Context: an optimization exercise on an open-source flow, tuned for small area. The choices shown serve that exercise and are no tape-out recipe.
Function was checked by simulation only, so behaviour that the tests miss may differ from the original.
No activity file was given, so power comes from the tool's default toggle rates.

[flow/config.mk]
export PLATFORM = sky130hd
export DESIGN_NAME = game_core
export DESIGN_NICKNAME = game_core
export VERILOG_FILES = /design/flow/design.v
export SDC_FILE = /design/flow/constraint.sdc
export NUM_CORES = 4
export LEC_CHECK = 0
export CAP_MARGIN = 20
export CORE_MARGIN = 2
export CORE_UTILIZATION = 40
export SLEW_MARGIN = 20
[flow/constraint.sdc]
create_clock -name core_clock -period 10.0 [get_ports {clk}]
set_input_delay 2.0000 -clock core_clock [delete_from_list [all_inputs] [get_ports {clk}]]
set_output_delay 2.0000 -clock core_clock [all_outputs]
set_load 0.01 [all_outputs]
[flow/design.v]
package game_pkg;
    typedef enum logic [2:0] {
        ST_WAIT          = 3'd0,
        ST_PLAY          = 3'd1,
        ST_FILTER_SELECT = 3'd2,
        ST_CAPTURE       = 3'd3,
        ST_SEND          = 3'd4
    } game_state_t;
    localparam int NUM_ENEMIES = 8;
    localparam int CNT_W       = $clog2(NUM_ENEMIES + 1);   
    localparam int COORD_W = 9;
    typedef logic [COORD_W-1:0] coord_t;
    localparam int SCORE_W = 10;
    typedef logic [SCORE_W-1:0] score_t;
    localparam score_t SCORE_MAX = 10'd999;
    localparam int TIMER_W = 6;
    typedef logic [TIMER_W-1:0] timer_t;
    localparam timer_t ROUND_SECONDS = 6'd30;
    localparam logic [31:0] SEC_CYCLES  = 32'd16;
    localparam logic [31:0] MOVE_CYCLES = 32'd1;
    localparam coord_t FALL_STEP     = 9'd4;
    localparam coord_t FIELD_BOTTOM  = 9'd240;
    localparam coord_t SPAWN_X_RANGE = 9'd305;
    localparam logic [15:0] LFSR_SEED = 16'hACE1;
    localparam logic [31:0] SPAWN_SLOW = SEC_CYCLES;
    localparam logic [31:0] SPAWN_MID  = SEC_CYCLES / 2;
    localparam logic [31:0] SPAWN_FAST = SEC_CYCLES / 3;
    localparam logic [CNT_W-1:0] CAP_SLOW = 4'd3;
    localparam logic [CNT_W-1:0] CAP_MID  = 4'd5;
    localparam logic [CNT_W-1:0] CAP_FAST = 4'd8;
    localparam timer_t BAND_MID_SEC  = 6'd20;
    localparam timer_t BAND_FAST_SEC = 6'd10;
    localparam coord_t PLAYER_Y   = 9'd210;
    localparam coord_t PLANE_SIZE = 9'd16;
    localparam logic [31:0] INVINCIBLE_CYCLES = SEC_CYCLES;
endpackage
`timescale 1ns/1ns
module game_fsm (
    input  logic        clk,
    input  logic        reset,
    input  logic        start_btn,
    input  game_pkg::timer_t      timer_sec,
    output game_pkg::game_state_t game_state
);
    logic start_btn_prev;
    logic start_edge;
    always_ff @(posedge clk or posedge reset) begin
        if (reset) begin
            start_btn_prev <= 1'b0;
        end else begin
            start_btn_prev <= start_btn;
        end
    end
    assign start_edge = start_btn & ~start_btn_prev;   
    always_ff @(posedge clk or posedge reset) begin
        if (reset) begin
            game_state <= game_pkg::ST_WAIT;
        end else begin
            case (game_state)
                game_pkg::ST_WAIT:          if (start_edge) game_state <= game_pkg::ST_PLAY;
                game_pkg::ST_PLAY:          if (timer_sec == '0) game_state <= game_pkg::ST_FILTER_SELECT;
                game_pkg::ST_FILTER_SELECT: if (start_edge) game_state <= game_pkg::ST_CAPTURE;
                game_pkg::ST_CAPTURE:       if (start_edge) game_state <= game_pkg::ST_SEND;
                game_pkg::ST_SEND:          if (start_edge) game_state <= game_pkg::ST_WAIT;
                default:          game_state <= game_pkg::ST_WAIT;
            endcase
        end
    end
endmodule
`timescale 1ns/1ns
module round_timer (
    input  logic        clk,
    input  logic        reset,
    input  game_pkg::game_state_t game_state,
    output game_pkg::timer_t      timer_sec
);
    logic [31:0] cycle_cnt;   
    always_ff @(posedge clk or posedge reset) begin
        if (reset) begin
            cycle_cnt <= '0;
            timer_sec <= game_pkg::ROUND_SECONDS;
        end else begin
            case (game_state)
                game_pkg::ST_WAIT: begin
                    cycle_cnt <= '0;
                    timer_sec <= game_pkg::ROUND_SECONDS;
                end
                game_pkg::ST_PLAY: begin
                    if (cycle_cnt >= game_pkg::SEC_CYCLES) begin
                        cycle_cnt <= '0;
                        if (timer_sec != '0) timer_sec <= timer_sec - 1'b1;   
                    end else begin
                        cycle_cnt <= cycle_cnt + 1'b1;
                    end
                end
                default: ;   
            endcase
        end
    end
endmodule
`timescale 1ns/1ns
module enemy_field (
    input  logic        clk,
    input  logic        reset,
    input  game_pkg::game_state_t game_state,
    input  game_pkg::timer_t      timer_sec,
    output game_pkg::coord_t [game_pkg::NUM_ENEMIES-1:0] enemy_x,
    output game_pkg::coord_t [game_pkg::NUM_ENEMIES-1:0] enemy_y,
    output logic   [game_pkg::NUM_ENEMIES-1:0] enemy_active,
    output logic                     pass_event
);
    logic [31:0]                    move_cnt;
    logic [31:0]                    spawn_cnt;
    logic [31:0]                    spawn_interval;
    logic [game_pkg::CNT_W-1:0]               enemy_cap;
    logic [game_pkg::CNT_W-1:0]               active_cnt;
    logic [15:0]                    lfsr;
    logic [$clog2(game_pkg::NUM_ENEMIES)-1:0] spawn_idx;
    logic                           spawn_try;
    game_pkg::coord_t [game_pkg::NUM_ENEMIES-1:0]       next_y;
    always_comb begin
        active_cnt = '0;
        for (int i = 0; i < game_pkg::NUM_ENEMIES; i++) begin
            if (enemy_active[i]) active_cnt = active_cnt + 1'b1;
        end
    end
    always_comb begin
        for (int i = 0; i < game_pkg::NUM_ENEMIES; i++) begin
            next_y[i] = enemy_y[i] + game_pkg::FALL_STEP;
        end
    end
    assign spawn_try = (spawn_cnt >= spawn_interval) && (active_cnt < enemy_cap);
    always_ff @(posedge clk or posedge reset) begin
        if (reset) begin
            move_cnt           <= '0;
            spawn_cnt          <= '0;
            spawn_interval     <= game_pkg::SPAWN_SLOW;
            enemy_cap          <= game_pkg::CAP_SLOW;
            lfsr               <= game_pkg::LFSR_SEED;
            spawn_idx          <= '0;
            pass_event <= 1'b0;
            for (int i = 0; i < game_pkg::NUM_ENEMIES; i++) begin
                enemy_x[i]      <= '0;
                enemy_y[i]      <= '0;
                enemy_active[i] <= 1'b0;
            end
        end else begin
            pass_event <= 1'b0;
            case (game_state)
                game_pkg::ST_WAIT: begin
                    move_cnt       <= '0;
                    spawn_cnt      <= '0;
                    spawn_interval <= game_pkg::SPAWN_SLOW;
                    enemy_cap      <= game_pkg::CAP_SLOW;
                    for (int i = 0; i < game_pkg::NUM_ENEMIES; i++) begin
                        enemy_active[i] <= 1'b0;
                        enemy_y[i]      <= '0;
                    end
                end
                game_pkg::ST_PLAY: begin
                    if (timer_sec > game_pkg::BAND_MID_SEC) begin
                        spawn_interval <= game_pkg::SPAWN_SLOW;
                        enemy_cap      <= game_pkg::CAP_SLOW;
                    end else if (timer_sec > game_pkg::BAND_FAST_SEC) begin
                        spawn_interval <= game_pkg::SPAWN_MID;
                        enemy_cap      <= game_pkg::CAP_MID;
                    end else begin
                        spawn_interval <= game_pkg::SPAWN_FAST;
                        enemy_cap      <= game_pkg::CAP_FAST;
                    end
                    if (move_cnt >= game_pkg::MOVE_CYCLES) begin
                        move_cnt <= '0;
                        for (int i = 0; i < game_pkg::NUM_ENEMIES; i++) begin
                            if (enemy_active[i]) begin
                                enemy_y[i] <= next_y[i];
                                if (enemy_y[i] <= game_pkg::PLAYER_Y && next_y[i] > game_pkg::PLAYER_Y)
                                    pass_event <= 1'b1;   
                                if (next_y[i] > game_pkg::FIELD_BOTTOM)
                                    enemy_active[i] <= 1'b0;
                            end
                        end
                    end else begin
                        move_cnt <= move_cnt + 1'b1;
                    end
                    if (spawn_try) begin
                        spawn_cnt <= '0;
                        lfsr      <= {lfsr[14:0], lfsr[15] ^ lfsr[13] ^ lfsr[12] ^ lfsr[10]};
                        if (!enemy_active[spawn_idx]) begin
                            enemy_active[spawn_idx] <= 1'b1;
                            enemy_x[spawn_idx]      <= lfsr[8:0] % game_pkg::SPAWN_X_RANGE;
                            enemy_y[spawn_idx]      <= '0;
                        end
                        spawn_idx <= spawn_idx + 1'b1;
                    end else begin
                        spawn_cnt <= spawn_cnt + 1'b1;
                    end
                end
                default: ;   
            endcase
        end
    end
endmodule
`timescale 1ns/1ns
module collision_unit (
    input  logic        clk,
    input  logic        reset,
    input  game_pkg::game_state_t game_state,
    input  game_pkg::coord_t      player_x,
    input  logic        player_detected,
    input  game_pkg::coord_t [game_pkg::NUM_ENEMIES-1:0] enemy_x,
    input  game_pkg::coord_t [game_pkg::NUM_ENEMIES-1:0] enemy_y,
    input  logic   [game_pkg::NUM_ENEMIES-1:0] enemy_active,
    output logic        collision_event,
    output logic        invincible
);
    logic [31:0]      inv_cnt;
    logic             hit;
    logic [game_pkg::COORD_W:0] px_lo, px_hi;   
    logic [game_pkg::COORD_W:0] ex_lo, ex_hi, ey_lo, ey_hi;
    assign invincible = (inv_cnt != '0);
    always_comb begin
        hit   = 1'b0;
        px_lo = {1'b0, player_x};
        px_hi = px_lo + game_pkg::PLANE_SIZE;
        ex_lo = '0;
        ex_hi = '0;
        ey_lo = '0;
        ey_hi = '0;
        for (int i = 0; i < game_pkg::NUM_ENEMIES; i++) begin
            ex_lo = {1'b0, enemy_x[i]};
            ex_hi = ex_lo + game_pkg::PLANE_SIZE;
            ey_lo = {1'b0, enemy_y[i]};
            ey_hi = ey_lo + game_pkg::PLANE_SIZE;
            if (enemy_active[i] && px_hi > ex_lo && px_lo < ex_hi &&
                game_pkg::PLAYER_Y + game_pkg::PLANE_SIZE > ey_lo && game_pkg::PLAYER_Y < ey_hi)
                hit = 1'b1;
        end
        if (game_state != game_pkg::ST_PLAY || !player_detected) hit = 1'b0;
    end
    always_ff @(posedge clk or posedge reset) begin
        if (reset) begin
            inv_cnt         <= '0;
            collision_event <= 1'b0;
        end else begin
            collision_event <= 1'b0;
            if (game_state != game_pkg::ST_PLAY) begin
                inv_cnt <= '0;
            end else if (hit && inv_cnt == '0) begin
                collision_event <= 1'b1;
                inv_cnt         <= game_pkg::INVINCIBLE_CYCLES;   
            end else if (inv_cnt != '0) begin
                inv_cnt <= inv_cnt - 1'b1;
            end
        end
    end
endmodule
`timescale 1ns/1ns
module score_keeper (
    input  logic        clk,
    input  logic        reset,
    input  game_pkg::game_state_t game_state,
    input  logic        collision_event,
    input  logic        pass_event,
    output game_pkg::score_t      score
);
    always_ff @(posedge clk or posedge reset) begin
        if (reset) begin
            score <= '0;
        end else begin
            case (game_state)
                game_pkg::ST_WAIT: score <= '0;
                game_pkg::ST_PLAY: begin
                    if (collision_event) begin
                        if (score != '0) score <= score - 1'b1;
                    end else if (pass_event) begin
                        if (score < game_pkg::SCORE_MAX) score <= score + 1'b1;   
                    end
                end
                default: ;   
            endcase
        end
    end
endmodule
`timescale 1ns/1ns
module game_core (
    input  logic                             clk,
    input  logic                             reset,
    input  logic                             start_btn,
    input  logic                             player_detected,
    input  logic [game_pkg::COORD_W-1:0]               player_x,
    output logic [2:0]                       game_state,
    output logic [game_pkg::SCORE_W-1:0]               score,
    output logic [game_pkg::TIMER_W-1:0]               timer_sec,
    output logic                             invincible,
    output logic [game_pkg::NUM_ENEMIES*game_pkg::COORD_W-1:0]   enemy_x,
    output logic [game_pkg::NUM_ENEMIES*game_pkg::COORD_W-1:0]   enemy_y,
    output logic [game_pkg::NUM_ENEMIES-1:0]           enemy_active
);
    logic collision_event;
    logic pass_event;   
    game_pkg::game_state_t state;
    game_pkg::coord_t [game_pkg::NUM_ENEMIES-1:0] ex, ey;
    game_fsm game_fsm_inst (
        .clk        (clk),
        .reset      (reset),
        .start_btn  (start_btn),
        .timer_sec  (timer_sec),
        .game_state (state)
    );
    round_timer round_timer_inst (
        .clk        (clk),
        .reset      (reset),
        .game_state (state),
        .timer_sec  (timer_sec)
    );
    enemy_field enemy_field_inst (
        .clk          (clk),
        .reset        (reset),
        .game_state   (state),
        .timer_sec    (timer_sec),
        .enemy_x      (ex),
        .enemy_y      (ey),
        .enemy_active (enemy_active),
        .pass_event   (pass_event)
    );
    collision_unit collision_unit_inst (
        .clk             (clk),
        .reset           (reset),
        .game_state      (state),
        .player_x        (player_x),
        .player_detected (player_detected),
        .enemy_x         (ex),
        .enemy_y         (ey),
        .enemy_active    (enemy_active),
        .collision_event (collision_event),
        .invincible      (invincible)
    );
    score_keeper score_keeper_inst (
        .clk             (clk),
        .reset           (reset),
        .game_state      (state),
        .collision_event (collision_event),
        .pass_event      (pass_event),
        .score           (score)
    );
    assign game_state = state;
    assign enemy_x    = ex;
    assign enemy_y    = ey;
endmodule
[flow/run.sh]
#!/bin/bash
# synth_recipe.tcl (not shown) runs the flow's synth.tcl, then flattens the netlist and writes it again
# the make line also repeats each setting of config.mk as NAME=value (left out here)
make -C /OpenROAD-flow-scripts/flow DESIGN_CONFIG=/design/flow/config.mk WORK_HOME=/design/flow/orfs CLKGATE_MAP_FILE= SYNTH_SCRIPT=/design/flow/synth_recipe.tcl finish
==> summary.md <==
After Yosys synthesis, and, or, nand and nor cells account for 20.53% of the synthesized area. The worst ir drop on vdd came out at 0.2295 mV. Global routing finished with a remaining overflow of 0. Synthesized instance count: 2,247. The post-synthesis xor/xnor area fraction works out to 5.460%. The number of nets handed over by synthesis was 2,443.

The peak per-stage delay on the critical path is 0.63 ns. The synthesized design spends more area on one cell type than any other, namely sky130_fd_sc_hd__dfrtp_1. In this design, the largest share of critical-path delay is due to adder cells. The final antenna diode count was 0; the total number of vias was 17,420. Type of the tightest min-delay check: reg2reg. The growth of design area from synthesis to finish was 19.66%; the sequential fraction of the synthesis area was 40.37%.

The run gives 0.9132 as the placer's final routability congestion estimate. By area, the combinational part of the netlist is dominated by simple AND/OR/NAND/NOR gates. The number of design-rule violations left by the first detailed-router iteration was 1,325. After clock tree synthesis, the repair step resized 0 gates. For the number of maximum-capacitance constraint violations, the log shows 0. The number of hold-repair buffers added at the cts stage came out at 0. The worst register-to-register path ends at enemy_field_inst.enemy_x[40].

The run gives 10.61 nW as the leakage power figure. Measured along the y axis, the die boundary spans 228.7 microns. Critical path class: reg2reg. In the synthesized netlist, mux cells make up 1.258% of the area. Counting instances in the post-synthesis netlist gives the leading cell types as sky130_fd_sc_hd__dfrtp_1, sky130_fd_sc_hd__nand2_1, sky130_fd_sc_hd__ha_1, sky130_fd_sc_hd__o21ai_0, sky130_fd_sc_hd__inv_1. Among the stages of the critical path, the cell type that occurs most often is sky130_fd_sc_hd__ha_1.

At the end of the flow, the number of nets in the layout was 2,616. The number of input and output port buffers inserted works out to 184. The synthesized area per cell was 8.986 sq um. The total power divided by cell area came out at 219.1 nW/um^2.

In this run the tightest slew margin relative to its limit is 18.19%. The area share of fa/ha/maj cells after synthesis works out to 11.43%. The core region is 49,970 sq um. Number of cells on the worst reg-to-reg path: 23. In the final layout, the multi-input gates occupy 11,120 sq um.

The tools report the clock skew after layout as 0.01813 ns. The complex-gate fraction of the synthesized area works out to 16.24%. The measured slew at the worst slew-check pin is 1.222 ns. STA classifies the critical path endpoint as a flip-flop. The top cell type's share of synthesized area works out to 38.54%. The signal on the critical path passes through inv_1, ha_1, xor2_1, ha_1, mux2_2, ha_1, mux2_2, ha_1, mux2_2, ha_1, mux2i_1, inv_1, ha_1, nand2_1, xor2_1, ha_1, a21o_1, a21oi_1, and3_1, nand2_4, nor2_2, nor2_1, a21oi_1.

In the final timing run, aggregate negative setup slack is 0 ns. The tools report the length of the first detailed-routing pass in iterations as 7. Yosys mapped a number of flops with a built-in enable equal to 0. Effective utilization at floorplan: 40.41%. For the final count of hold timing violations, the log shows 0. For the number of buffers on the longest clock path, the log shows 3.

Via count of the first global-routing pass: 16,580. For the worst setup path, the data required time is 10.49 ns. The largest net degree at the start of global routing was 80. For this run, the number of Yosys warnings is 5.

The register bit total from synthesis came out at 325. Dividing the detail-routed wire length by the instance count gives 19.18 microns. The initial antenna violation count was 0.

The worst-skew pair later-pin latency is 0.58 ns, and the die area is 52,290 sq um. Setup repair after global routing left no endpoint under its margin. The initialized floorplan defines 82 standard-cell rows.

In the post-synthesis netlist, the biggest area contributors are sky130_fd_sc_hd__dfrtp_1, sky130_fd_sc_hd__ha_1, sky130_fd_sc_hd__nand2_1. The die is 228.7 microns wide. The source of the worst register-to-register timing path was enemy_field_inst.enemy_active[1]. Origin of the worst min-delay path: enemy_field_inst.lfsr[14]. The deepest level of the CTS H-tree was 2. The number of CTS-inserted buffers is 41, and the clock net sink count is 325. Leading cell type by number of instances after synthesis: sky130_fd_sc_hd__dfrtp_1.

The run finished with no timing, DRC or antenna violations. After legalization and detailed placement, the total HPWL measured 43,590 microns. The count of unresolved DRC violations after routing is 0. The worst path needs 6.463 ns of the cycle, external delays included. Critical path arrival: 6.96 ns. Dividing the detail-routed via count by the number of cells gives 5.575.

The worst hold path was traced through 2 stages. Buffers added to address setup during post-CTS repair amount to 0. Derived from the worst setup path, the maximum achievable clock frequency is 154.7 MHz. During I/O placement, the number of pins put on the boundary was 185. The fraction of synthesis flops using an asynchronous set or reset pin is 100.0%, and the count of endpoints failing setup in the final report is 0.

The worst register-to-register path has a setup slack of 3.54 ns. In this run the clock root is driven by a sky130_fd_sc_hd__clkbuf_16. For the area taken by flip-flops and latches, the log shows 8150 sq um.

TritonCTS built the clock tree. The count of nets left with antenna violations once routing finished came out at 0. The number of fillers in the final layout is 4,692, and the clock transition time at the flip-flop clock pins of the worst setup and hold paths is 0.06 ns. The share of post-route cells with drive strength above 1 was 6.482%.

Cells fill 48.35% of the core in the end. Share of the clock period used by the worst path: 64.63%. The first global-routing pass estimated 94,920 microns of wire. For hold timing, the worst endpoint is enemy_field_inst.lfsr[15].

The critical-path maximum fanout was 20; the total wire length was 59,930 microns. The count of buffer and inverter cells on the critical path came out at 2. For the count of different cell masters after synthesis, the log shows 97. Startpoint type of the worst setup path: a flip-flop.

The tools report the count of pins over their slew limit as 0. In the global route stage, overall resource usage came out at 22.71%. The cell type of the slowest stage on the worst timing path is sky130_fd_sc_hd__nor2_2.

The most used flip-flop cell after synthesis is sky130_fd_sc_hd__dfrtp_1. The cell area that synthesis handed to floorplanning was 20,190 sq um.
## sequential cells by signal (all words and copies together), names as in the netlist
| signal | count |
|---|---|
| collision_unit_inst.inv_cnt | 32 |
| enemy_field_inst.pass_event | 1 |
| enemy_field_inst.enemy_x | 72 |
| enemy_field_inst.enemy_cap | 3 |
| game_fsm_inst.game_state | 3 |
| collision_unit_inst.collision_event | 1 |
| round_timer_inst.cycle_cnt | 32 |
| enemy_field_inst.spawn_idx | 3 |
| score_keeper_inst.score | 10 |
| enemy_field_inst.enemy_active | 8 |
| enemy_field_inst.move_cnt | 32 |
| round_timer_inst.timer_sec | 6 |
| game_fsm_inst.start_btn_prev | 1 |
| enemy_field_inst.enemy_y | 72 |
| enemy_field_inst.spawn_interval | 1 |
| enemy_field_inst.lfsr | 16 |
| enemy_field_inst.spawn_cnt | 32 |
## through the flow
stage,cell area [sq um],std cells,power (mW),setup WS (ns),hold slack [ns]
after floorplan,20190,2247,3.186,3.675,0.4343
after global routing,24160,3125,5.672,3.087,0.4840
after CTS,24150,3125,5.323,3.223,0.4687
final,24160,3125,5.293,3.537,0.4552
after detailed placement,22730,3049,3.752,3.265,0.4568
after global placement,22720,3049,3.698,3.552,0.4465
## kinds of logic after synthesis
group	count (synthesis)
mux	21
simple gates	833
xor+xnor	121
compound gates	525
flops	325
fa+ha+maj	184
buf+inv	238
## cell type report
class                           count  share of cell area, %
Tap cell                          672                  3.480
Clock buffer                       57                  4.827
Inverter                          159                  2.486
Timing Repair Buffer              209                  8.415
Multi-Input combinational cell   1684                  46.03
Clock inverter                     19                  1.031
Sequential cell                   325                  33.73
## layer usage
| layer | wire (microns) | GRT usage, % |
|---|---|---|
| met3 | 3733 | 4.254 |
| met2 | 27110 | 35.64 |
| met4 | 1499 | 6.761 |
| met5 | 0 | 0 |
| met1 | 27580 | 31.83 |
## where the power goes
group	internal [mW]	switching, mW
clock	0.930	0.614
sequential	1.49	0.271
combinational	0.801	1.19
total	3.22	2.07
## how the worst max path moves through the flow
stage                                startpoint                                  end  slack [ns]  cells after the start
2_1_floorplan                             reset  collision_unit_inst.collision_event        3.67                      1
3_3_place_gp   enemy_field_inst.enemy_active[1]         enemy_field_inst.enemy_x[38]        3.55                     22
3_5_place_dp   enemy_field_inst.enemy_active[1]         enemy_field_inst.enemy_x[44]        3.26                     22
4_1_cts        enemy_field_inst.enemy_active[1]         enemy_field_inst.enemy_x[44]        3.22                     22
5_1_grt        enemy_field_inst.enemy_active[1]         enemy_field_inst.enemy_x[37]        3.09                     22
6_report       enemy_field_inst.enemy_active[1]         enemy_field_inst.enemy_x[40]        3.54                     23
## worst reg2reg max path, delay by kind of cell, from the launching register on
kind / cells / cell delay, ns
AO/OA/AOI/OAI: 3 / 0.57
flip-flops: 1 / 0.53
AND/OR/NAND/NOR: 5 / 1.63
XOR/XNOR: 2 / 0.36
adder cells (fa/ha/maj): 7 / 1.98
multiplexers: 4 / 1.09
buffers and inverters: 2 / 0.23
## layout by cell type, fill, tap and decap left out, types with 38 or more instances in the layout
master,count
sky130_fd_sc_hd__a21oi_1,109
sky130_fd_sc_hd__o21ai_0,174
sky130_fd_sc_hd__clkdlybuf4s50_1,184
sky130_fd_sc_hd__xnor2_1,82
sky130_fd_sc_hd__dfrtp_1,311
sky130_fd_sc_hd__a31oi_1,46
sky130_fd_sc_hd__nor4_1,38
sky130_fd_sc_hd__nor3_1,38
sky130_fd_sc_hd__nor2_1,139
sky130_fd_sc_hd__and2_1,61
sky130_fd_sc_hd__ha_1,182
sky130_fd_sc_hd__nand3_1,117
sky130_fd_sc_hd__and3_1,45
sky130_fd_sc_hd__clkbuf_16,41
sky130_fd_sc_hd__nand2_1,259
sky130_fd_sc_hd__inv_1,156

## what the ideal ports hide
Ports are ideal in the flow. The routed layout listed here was re-timed in OpenROAD. Step 1 assumes that a clkbuf_16 drives the clock port and a buf_2 every other input. Step 2 moves the port delays by t, midway between the first and last clock arrival at a register: inputs arrive t later, outputs are due t later. That takes back most of the time a late clock gives input paths. Three values: no drivers, after step 1, after step 2; two values: the first two.
t (ns): 0.635
setup slack, ns: 3.537 / 3.537 / 3.537
worst hold slack (ns): 0.455 / 0.455 / 0.455
pins driven straight from the clock port: 1
After both steps setup and hold are still met in this run. The setup slack of this run moves by 0.000 ns with the drivers and by 0.000 ns with both steps.
